Source: an optimization exercise on an open RTL-to-GDS flow (aim: small area, a short achievable clock period and few clock cycles per item). Production flows keep margins and buffers that such runs may drop.
The RTL was checked by simulation tests, not by an equivalence proof against the original design.
Power and IR drop assume default switching activity.

File: design/flow/constraint.sdc
create_clock -name core_clock -period 10.0 [get_ports {clk}]
set_input_delay 2.0000 -clock core_clock [delete_from_list [all_inputs] [get_ports {clk}]]
set_output_delay 2.0000 -clock core_clock [all_outputs]
set_load 0.01 [all_outputs]
File: design/flow/config.mk
export PLATFORM = sky130hd
export DESIGN_NAME = edit_distance_best_match
export DESIGN_NICKNAME = edit_distance_best_match
export VERILOG_FILES = /design/flow/design.v
export SDC_FILE = /design/flow/constraint.sdc
export NUM_CORES = 4
export LEC_CHECK = 0
export CAP_MARGIN = 20
export CORE_MARGIN = 2
export CORE_UTILIZATION = 40
export SLEW_MARGIN = 20
File: design/flow/run.sh
#!/bin/bash
# synth_recipe.tcl (not shown) runs the flow's synth.tcl, then flattens the netlist and writes it again
# the make line also repeats each setting of config.mk as NAME=value (left out here)
make -C /OpenROAD-flow-scripts/flow DESIGN_CONFIG=/design/flow/config.mk WORK_HOME=/design/flow/orfs CLKGATE_MAP_FILE= SYNTH_SCRIPT=/design/flow/synth_recipe.tcl finish
File: design/flow/design.v
package edbm_pkg;
  localparam int MAX_WORD = 32;
  localparam int MAX_DICT = 4096;
  localparam int IDX_W   = $clog2(MAX_WORD);        
  localparam int LEN_W   = $clog2(MAX_WORD + 1);    
  localparam int DIST_W  = $clog2(2 * MAX_WORD + 1);
  localparam int CNT_W   = $clog2(MAX_DICT + 1);    
  localparam int INDEX_W = 12;                      
  localparam int CHAR_W  = 8;
  localparam int CMD_W   = 2;
  localparam int THR_W   = 7;
  localparam logic [THR_W-1:0] THR_RESET = THR_W'(2);
  typedef enum logic [CMD_W-1:0] {
    CMD_QUERY     = 2'd0,
    CMD_WORD_CHAR = 2'd1,
    CMD_CLOSE     = 2'd2,
    CMD_FINISH    = 2'd3
  } command_t;
  typedef enum logic {
    ST_IDLE,
    ST_UPDATE
  } state_t;
  typedef struct packed {
    logic load_query;
    logic start_char;
    logic step;
    logic close_word;
    logic finish;
  } ctrl_cmd_t;
  typedef struct packed {
    logic need_loop;
    logic last;
    logic out_full;
  } dp_status_t;
  function automatic logic [DIST_W-1:0] min3(input logic [DIST_W-1:0] a,
                                             input logic [DIST_W-1:0] b,
                                             input logic [DIST_W-1:0] c);
    logic [DIST_W-1:0] m;
    m = (a < b) ? a : b;
    min3 = (m < c) ? m : c;
  endfunction
endpackage
module edbm_ctrl (
  input  logic                  clk,
  input  logic                  rst_n,
  input  logic                  in_valid,
  input  logic [edbm_pkg::CMD_W-1:0] in_command,
  output logic                  in_ready,
  input  edbm_pkg::dp_status_t  status,
  output edbm_pkg::ctrl_cmd_t   cmd
);
  edbm_pkg::state_t   state_r, state_nxt;
  edbm_pkg::command_t in_cmd;
  logic     accept;
  assign in_cmd = edbm_pkg::command_t'(in_command);
  assign in_ready = (state_r == edbm_pkg::ST_IDLE) && ((in_cmd != edbm_pkg::CMD_FINISH) || !status.out_full);
  assign accept   = in_valid && in_ready;
  always_ff @(posedge clk) begin
    if (!rst_n) begin
      state_r <= edbm_pkg::ST_IDLE;
    end else begin
      state_r <= state_nxt;
    end
  end
  always_comb begin
    state_nxt = state_r;
    case (state_r)
      edbm_pkg::ST_IDLE: begin
        if (accept && (in_cmd == edbm_pkg::CMD_WORD_CHAR) && status.need_loop) begin
          state_nxt = edbm_pkg::ST_UPDATE;
        end
      end
      edbm_pkg::ST_UPDATE: begin
        if (status.last) begin
          state_nxt = edbm_pkg::ST_IDLE;
        end
      end
      default: state_nxt = edbm_pkg::ST_IDLE;
    endcase
  end
  always_comb begin
    cmd = '0;
    case (state_r)
      edbm_pkg::ST_IDLE: begin
        cmd.load_query = accept && (in_cmd == edbm_pkg::CMD_QUERY);
        cmd.start_char = accept && (in_cmd == edbm_pkg::CMD_WORD_CHAR);
        cmd.close_word = accept && (in_cmd == edbm_pkg::CMD_CLOSE);
        cmd.finish     = accept && (in_cmd == edbm_pkg::CMD_FINISH);
      end
      edbm_pkg::ST_UPDATE: begin
        cmd.step = 1'b1;
      end
      default: cmd = '0;
    endcase
  end
endmodule
module edbm_datapath (
  input  logic                         clk,
  input  logic                         rst_n,
  input  edbm_pkg::ctrl_cmd_t          cmd,
  output edbm_pkg::dp_status_t         status,
  input  logic [edbm_pkg::CHAR_W-1:0]  in_char,
  input  logic                         cfg_valid,
  input  logic [edbm_pkg::THR_W-1:0]   cfg_data,
  output logic                         out_valid,
  input  logic                         out_ready,
  output logic                         out_found,
  output logic [edbm_pkg::INDEX_W-1:0] out_index
);
  logic [edbm_pkg::CHAR_W-1:0]  qstore_r [edbm_pkg::MAX_WORD];
  logic [edbm_pkg::LEN_W-1:0]   qlen_r;
  logic [edbm_pkg::DIST_W-1:0]  col_r [edbm_pkg::MAX_WORD];
  logic [edbm_pkg::MAX_WORD-1:0] colv_r;
  logic [edbm_pkg::LEN_W-1:0]   pos_r;
  logic               too_long_r;
  logic [edbm_pkg::DIST_W-1:0]  best_r;
  logic [edbm_pkg::INDEX_W-1:0] bidx_r;
  logic [edbm_pkg::CNT_W-1:0]   wcnt_r;
  logic [edbm_pkg::IDX_W-1:0]   idx_r;
  logic [edbm_pkg::DIST_W-1:0]  diag_r, left_r;
  logic [edbm_pkg::CHAR_W-1:0]  ch_r;
  logic [edbm_pkg::THR_W-1:0]   thr_r;
  logic               out_valid_r, out_found_r;
  logic [edbm_pkg::INDEX_W-1:0] out_index_r;
  logic [edbm_pkg::IDX_W-1:0]   rd_addr;
  logic [edbm_pkg::DIST_W-1:0]  rd_val, col0_val, new_val, word_dist;
  logic [edbm_pkg::CHAR_W-1:0]  q_char;
  logic [edbm_pkg::LEN_W-1:0]   pos_next;
  logic               query_full, char_go, dict_open;
  assign rd_addr  = cmd.close_word ? qlen_r[edbm_pkg::IDX_W-1:0] : idx_r;
  assign rd_val   = colv_r[rd_addr] ? col_r[rd_addr] : edbm_pkg::DIST_W'(rd_addr);
  assign col0_val = colv_r[0] ? col_r[0] : '0;
  assign q_char   = qstore_r[edbm_pkg::IDX_W'(idx_r - 1'b1)];
  assign new_val = (q_char == ch_r) ? diag_r
                                    : edbm_pkg::DIST_W'(edbm_pkg::min3(rd_val, left_r, diag_r) + 1'b1);
  assign query_full = (qlen_r >= edbm_pkg::LEN_W'(edbm_pkg::MAX_WORD));
  assign pos_next   = edbm_pkg::LEN_W'(pos_r + 1'b1);
  assign char_go    = !too_long_r && !query_full;
  assign dict_open  = (wcnt_r < edbm_pkg::CNT_W'(edbm_pkg::MAX_DICT));
  assign word_dist  = (too_long_r || query_full) ? edbm_pkg::DIST_W'(2 * edbm_pkg::MAX_WORD) : rd_val;
  assign status.need_loop = char_go && (pos_next < edbm_pkg::LEN_W'(edbm_pkg::MAX_WORD)) && (qlen_r != '0);
  assign status.last      = ({1'b0, idx_r} == qlen_r);
  assign status.out_full  = out_valid_r && !out_ready;
  always_ff @(posedge clk) begin
    if (cmd.load_query && !query_full) begin
      qstore_r[qlen_r[edbm_pkg::IDX_W-1:0]] <= in_char;
    end
  end
  always_ff @(posedge clk) begin
    if (cmd.start_char && char_go && (pos_next < edbm_pkg::LEN_W'(edbm_pkg::MAX_WORD))) begin
      col_r[0] <= edbm_pkg::DIST_W'(pos_next);
    end else if (cmd.step) begin
      col_r[idx_r] <= new_val;
    end
  end
  always_ff @(posedge clk) begin
    if (cmd.start_char) begin
      diag_r <= col0_val;
      left_r <= edbm_pkg::DIST_W'(pos_next);
      idx_r  <= edbm_pkg::IDX_W'(1);
      ch_r   <= in_char;
    end else if (cmd.step) begin
      diag_r <= rd_val;
      left_r <= new_val;
      idx_r  <= edbm_pkg::IDX_W'(idx_r + 1'b1);
    end
  end
  always_ff @(posedge clk) begin
    if (!rst_n) begin
      qlen_r     <= '0;
      colv_r     <= '0;
      pos_r      <= '0;
      too_long_r <= 1'b0;
      best_r     <= edbm_pkg::DIST_W'(2 * edbm_pkg::MAX_WORD);
      bidx_r     <= '0;
      wcnt_r     <= '0;
    end else begin
      if (cmd.load_query) begin
        if (!query_full) begin
          qlen_r <= edbm_pkg::LEN_W'(qlen_r + 1'b1);
        end
        colv_r     <= '0;
        pos_r      <= '0;
        too_long_r <= 1'b0;
      end
      if (cmd.start_char && char_go) begin
        if (pos_next < edbm_pkg::LEN_W'(edbm_pkg::MAX_WORD)) begin
          pos_r     <= pos_next;
          colv_r[0] <= 1'b1;
        end else begin
          too_long_r <= 1'b1;
          pos_r      <= edbm_pkg::LEN_W'(edbm_pkg::MAX_WORD);
        end
      end
      if (cmd.step) begin
        colv_r[idx_r] <= 1'b1;
      end
      if (cmd.close_word) begin
        if (dict_open) begin
          if (word_dist < best_r) begin
            best_r <= word_dist;
            bidx_r <= wcnt_r[edbm_pkg::INDEX_W-1:0];
          end
          wcnt_r <= edbm_pkg::CNT_W'(wcnt_r + 1'b1);
        end
        colv_r     <= '0;
        pos_r      <= '0;
        too_long_r <= 1'b0;
      end
      if (cmd.finish) begin
        qlen_r     <= '0;
        colv_r     <= '0;
        pos_r      <= '0;
        too_long_r <= 1'b0;
        best_r     <= edbm_pkg::DIST_W'(2 * edbm_pkg::MAX_WORD);
        bidx_r     <= '0;
        wcnt_r     <= '0;
      end
    end
  end
  always_ff @(posedge clk) begin
    if (!rst_n) begin
      thr_r <= edbm_pkg::THR_RESET;
    end else if (cfg_valid) begin
      thr_r <= cfg_data;
    end
  end
  always_ff @(posedge clk) begin
    if (!rst_n) begin
      out_valid_r <= 1'b0;
    end else if (cmd.finish) begin
      out_valid_r <= 1'b1;
    end else if (out_ready) begin
      out_valid_r <= 1'b0;
    end
  end
  always_ff @(posedge clk) begin
    if (cmd.finish) begin
      out_found_r <= (wcnt_r != '0) && ({1'b0, best_r} <= {1'b0, thr_r});
      out_index_r <= ((wcnt_r != '0) && ({1'b0, best_r} <= {1'b0, thr_r})) ? bidx_r : '0;
    end
  end
  assign out_valid = out_valid_r;
  assign out_found = out_found_r;
  assign out_index = out_index_r;
endmodule
module edit_distance_best_match (
  input  logic        clk,
  input  logic        rst_n,
  input  logic        in_valid,
  output logic        in_ready,
  input  logic [1:0]  in_command,
  input  logic [7:0]  in_char,
  output logic        out_valid,
  input  logic        out_ready,
  output logic        out_found,
  output logic [11:0] out_index,
  input  logic        cfg_valid,
  output logic        cfg_ready,
  input  logic [6:0]  cfg_threshold
);
  edbm_pkg::ctrl_cmd_t  cmd;
  edbm_pkg::dp_status_t status;
  assign cfg_ready = 1'b1;
  edbm_ctrl u_ctrl (
    .clk        (clk),
    .rst_n      (rst_n),
    .in_valid   (in_valid),
    .in_command (in_command),
    .in_ready   (in_ready),
    .status     (status),
    .cmd        (cmd)
  );
  edbm_datapath u_datapath (
    .clk       (clk),
    .rst_n     (rst_n),
    .cmd       (cmd),
    .status    (status),
    .in_char   (in_char),
    .cfg_valid (cfg_valid),
    .cfg_data  (cfg_threshold),
    .out_valid (out_valid),
    .out_ready (out_ready),
    .out_found (out_found),
    .out_index (out_index)
  );
endmodule
==> results.ini <==
[status]
run_status = no timing/DRC/antenna violations

[synth]
synthSimpleGateAreaFrac = 0.104
synth_edf_count = 514
synth-seq-cells = 606
synth_top_area_cell = edfxtp_1
synth_fa_ha_area_frac = 0.0169
synth_area_sq_mm = 0.0267
synth.area.top_cells = edfxtp_1 (58%), dfxtp_1 (6.9%), mux4_2 (6.7%)
synthArstFlopShare = 0
muxShareOfSynthArea = 0.110
yosysMostFrequentCell = edfxtp_1
synth_fp_nets = 1989
syn-instance-count = 1931
ys.flop_type = edfxtp_1
netlist.area_leader.share = 0.577
synth_common_cells = edfxtp_1 (514), nand2_1 (201), nor2_1 (171), dfxtp_1 (92), mux2i_1 (88)
synth_cell_type_count = 86
synth_top_family_by_area = multiplexers
synthXorXnorAreaFrac = 0.0127
syn_avg_cell_area_sq_um = 13.8
synth_compound_area_frac = 0.0823
yosys_warnings = 2
yosysSeqAreaShare = 0.646

[global_routing]
grt_remaining_overflow = 0
met3_usage = 0.0438
busiest_layer = met2
grt_max_degree = 51
antenna_found_initial = 0
grtUsageMet1 = 0.278
met2_usage = 0.321
grt_pass1_wl_um = 106000
track_usage = 0.203
grt_pass1_vias = 16880

[critical_path]
crit_type = input port to flip-flop
worst_setup_path_end_kind = flip-flop
cpPeakStageDelay_ps = 570
crit_family = compound AO/OA/AOI/OAI gates
critical_path_buf_inv_count = 11
worst_ep_arrival_time_ps = 9790
crit_cells = 43
worstSetupStartpointType = input port
ff2ff_path_depth = 39
crit_top_cell = a21o_1
critPathMaxFanout = 32
critPathSlowestCell = clkdlybuf4s50_1
worstPathRequired_ps = 10320

[floorplan]
die_height_um = 263
die_x_um = 263
fp.coreArea_sq_mm = 0.0660
row_count = 94
io_pins = 38
initial_core_util = 0.405
fp.dieArea_sq_mm = 0.0689

[timing]
fin_crit_ps = 9470
maxSlewViolCount = 0
rsz0062_at_grt = false
max_freq_mhz = 106
relSlewSlack = 0.270
period_share = 0.947
clock_skew_ps = 27.3
fin_tns_setup_ps = 0
tightest_slew_ps = 1090
hold_viol = 0
hold-worst-slack_ps = 476
setup_viol = 0

[finish]
layout-drive-gt1-share = 0.179
area_growth_pct = 16.4
fill_cells = 5693
finish.utilization = 0.471
fin_nets = 2124
finish.instance_area_sq_mm = 0.0311
n_antenna_cell = 0

[detailed_routing]
wl_per_cell_um = 23.8
wl_um = 70900
drtPass1Iterations = 5
drc = 0
vias = 17119
final_antenna_net_count = 0
viasPerCell = 5.75
drtIter0Drc = 1721

[pwr]
p_leak_nw = 10.7
power_frac_clock = 0.401
powerDensity_mw_per_mm2 = 186
p_sw_mw = 1.38
p_sw_frac = 0.239
comb_power_share = 0.122
irDropWorstVdd_v = 0.000135
intPower_mw = 4.39
power_mw = 5.78
seqPwrFrac = 0.477

[cts]
htreeDepth = 3
clock_sinks = 606
cts_tree = done
clkTransAtPathRegs_ps = 60
root_buffer = clkbuf_16
clk_latency_ps = 590
numCtsBuffers = 66
cts.path.max_buffers = 3
cts_hold_buf = 0

[placed_design]
io_buffer_count = 36
dp_hpwl_um = 46600
place_area_sq_mm = 0.0289
routabilityCongestion = 0.908

[flow_run]
drv_cap = 0

[hold_path]
hp-class = flip-flop to flip-flop
holdPathStages = 2

==> kinds of logic (layout without fill, tap and decap cells) <==
| kind of cell | after synthesis | in the layout |
|---|---|---|
| flip-flops | 606 | 606 |
| AND/OR/NAND/NOR | 593 | 593 |
| AO/OA/AOI/OAI | 308 | 308 |
| multiplexers | 187 | 187 |
| buffers and inverters | 162 | 343 |
| XOR/XNOR | 38 | 38 |
| adder cells (fa/ha/maj) | 36 | 36 |
| other | 1 | 1 |
==> tightest hold or removal path: cells and delay by family (launching register included) <==
kind            cells  cell delay (ps)
compound gates      1               60
simple gates        1               50
flops               1              320
==> through the flow <==
stage               cells  worst slack, ps
CTS                  2969              210
global route         2976             27.1
floorplan            1931             41.4
finish               2976              534
global placement     2855             -178
detailed placement   2855             -381
==> power by group through the flow <==
stage | Sequential [mW] | Clock, mW | Combinational, mW
after floorplan | 2.80 | 0 | 0.439
after global placement | 2.81 | 0 | 0.678
after detailed placement | 2.81 | 0 | 0.686
after CTS | 2.76 | 2.36 | 0.689
after global routing | 2.76 | 2.46 | 0.759
final | 2.76 | 2.32 | 0.704
==> registers in the layout, indices dropped and copies added (netlist names), 8 cells and up <==
signal	cells
u_datapath.qstore_r	256
u_datapath.bidx_r	12
u_datapath.colv_r	32
u_datapath.ch_r	8
u_datapath.wcnt_r	13
u_datapath.out_index_r	12
u_datapath.col_r	224
==> per-layer routing <==
metal / vias to the layer above / wire length, um
met1: 8606 / 30400
met2: 709 / 32800
li1: 7680 / -
met4: 0 / 2110
met5: - / 0
met3: 124 / 5590
==> timing repair <==
item / in CTS / in global routing
endpoints found under the hold margin: 0 / 0
resized for setup: 0 / 15
endpoints found under the setup margin: 0 / 98
setup buffers: 0 / 6
==> final timing paths <==
kind                                      startpoint                      to  slack [ps]
worst max register to register  u_datapath.qlen_r[1]  u_datapath.col_r[4][4]        1700
worst min-delay path             u_datapath.pos_r[5]     u_datapath.pos_r[5]         480
worst max-delay path                   in_command[1]  u_datapath.col_r[4][4]         530
worst min register to register   u_datapath.pos_r[5]     u_datapath.pos_r[5]         480
==> cell type report <==
type,count,area [sq um],share of cell area
well taps,864,1080,0.0348
flip-flops and latches,606,17300,0.556
clock inverters,27,243,0.00780
repair buffers,185,1730,0.0555
inverters,44,165,0.00531
clock buffers,87,1770,0.0570
multi-input cells,1163,8840,0.284
==> cell usage in the layout, fill, tap and decap left out, types with 20 or more instances in the layout <==
| cell type | synthesis | routed |
|---|---|---|
| edfxtp_1 | 514 | 514 |
| a22oi_1 | 40 | 40 |
| a221oi_1 | 21 | 21 |
| o21ai_0 | 31 | 29 |
| buf_4 | 10 | 128 |
| a21oi_1 | 86 | 82 |
| mux2i_1 | 88 | 85 |
| clkdlybuf4s50_1 | 0 | 34 |
| ha_1 | 36 | 35 |
| inv_1 | 43 | 43 |
| nand3_1 | 56 | 56 |
| nor2_1 | 171 | 168 |
| nand4_1 | 41 | 41 |
| clkbuf_16 | 0 | 68 |
| mux4_2 | 80 | 80 |
| a32oi_1 | 20 | 20 |
| nand2_1 | 201 | 201 |
| dfxtp_1 | 92 | 91 |
| o211ai_1 | 20 | 20 |
Testbench counts, summed over its fixed seeds: cycles 260,865, items 32,550.

-- static timing again, ports no longer ideal --
The results above use ideal ports. As a check the final layout listed here was re-extracted and re-timed, cells and wires unchanged.
Step 1 (the two cells are an assumption about what drives the block):
set clk [get_ports {clk}]
set_driving_cell -lib_cell sky130_fd_sc_hd__clkbuf_16 $clk
set_driving_cell -lib_cell sky130_fd_sc_hd__buf_2 [delete_from_list [all_inputs] $clk]
Step 2, shift: input delay + t, output delay - t, t = (earliest + latest rising clock arrival at the registers) / 2. This alone moves slack from input paths to output paths.
Three values: ideal ports, drivers, drivers and shift; two values: the first two.
t, ns: 0.644
setup WS [ns]: 0.534 / 0.574 / -0.070
worst data-port slew with drivers (ns): 0.04
With both steps, setup timing fails in this run, where it was met with ideal ports. The setup slack of this run moves by +0.040 ns with the drivers and by -0.604 ns with both steps.
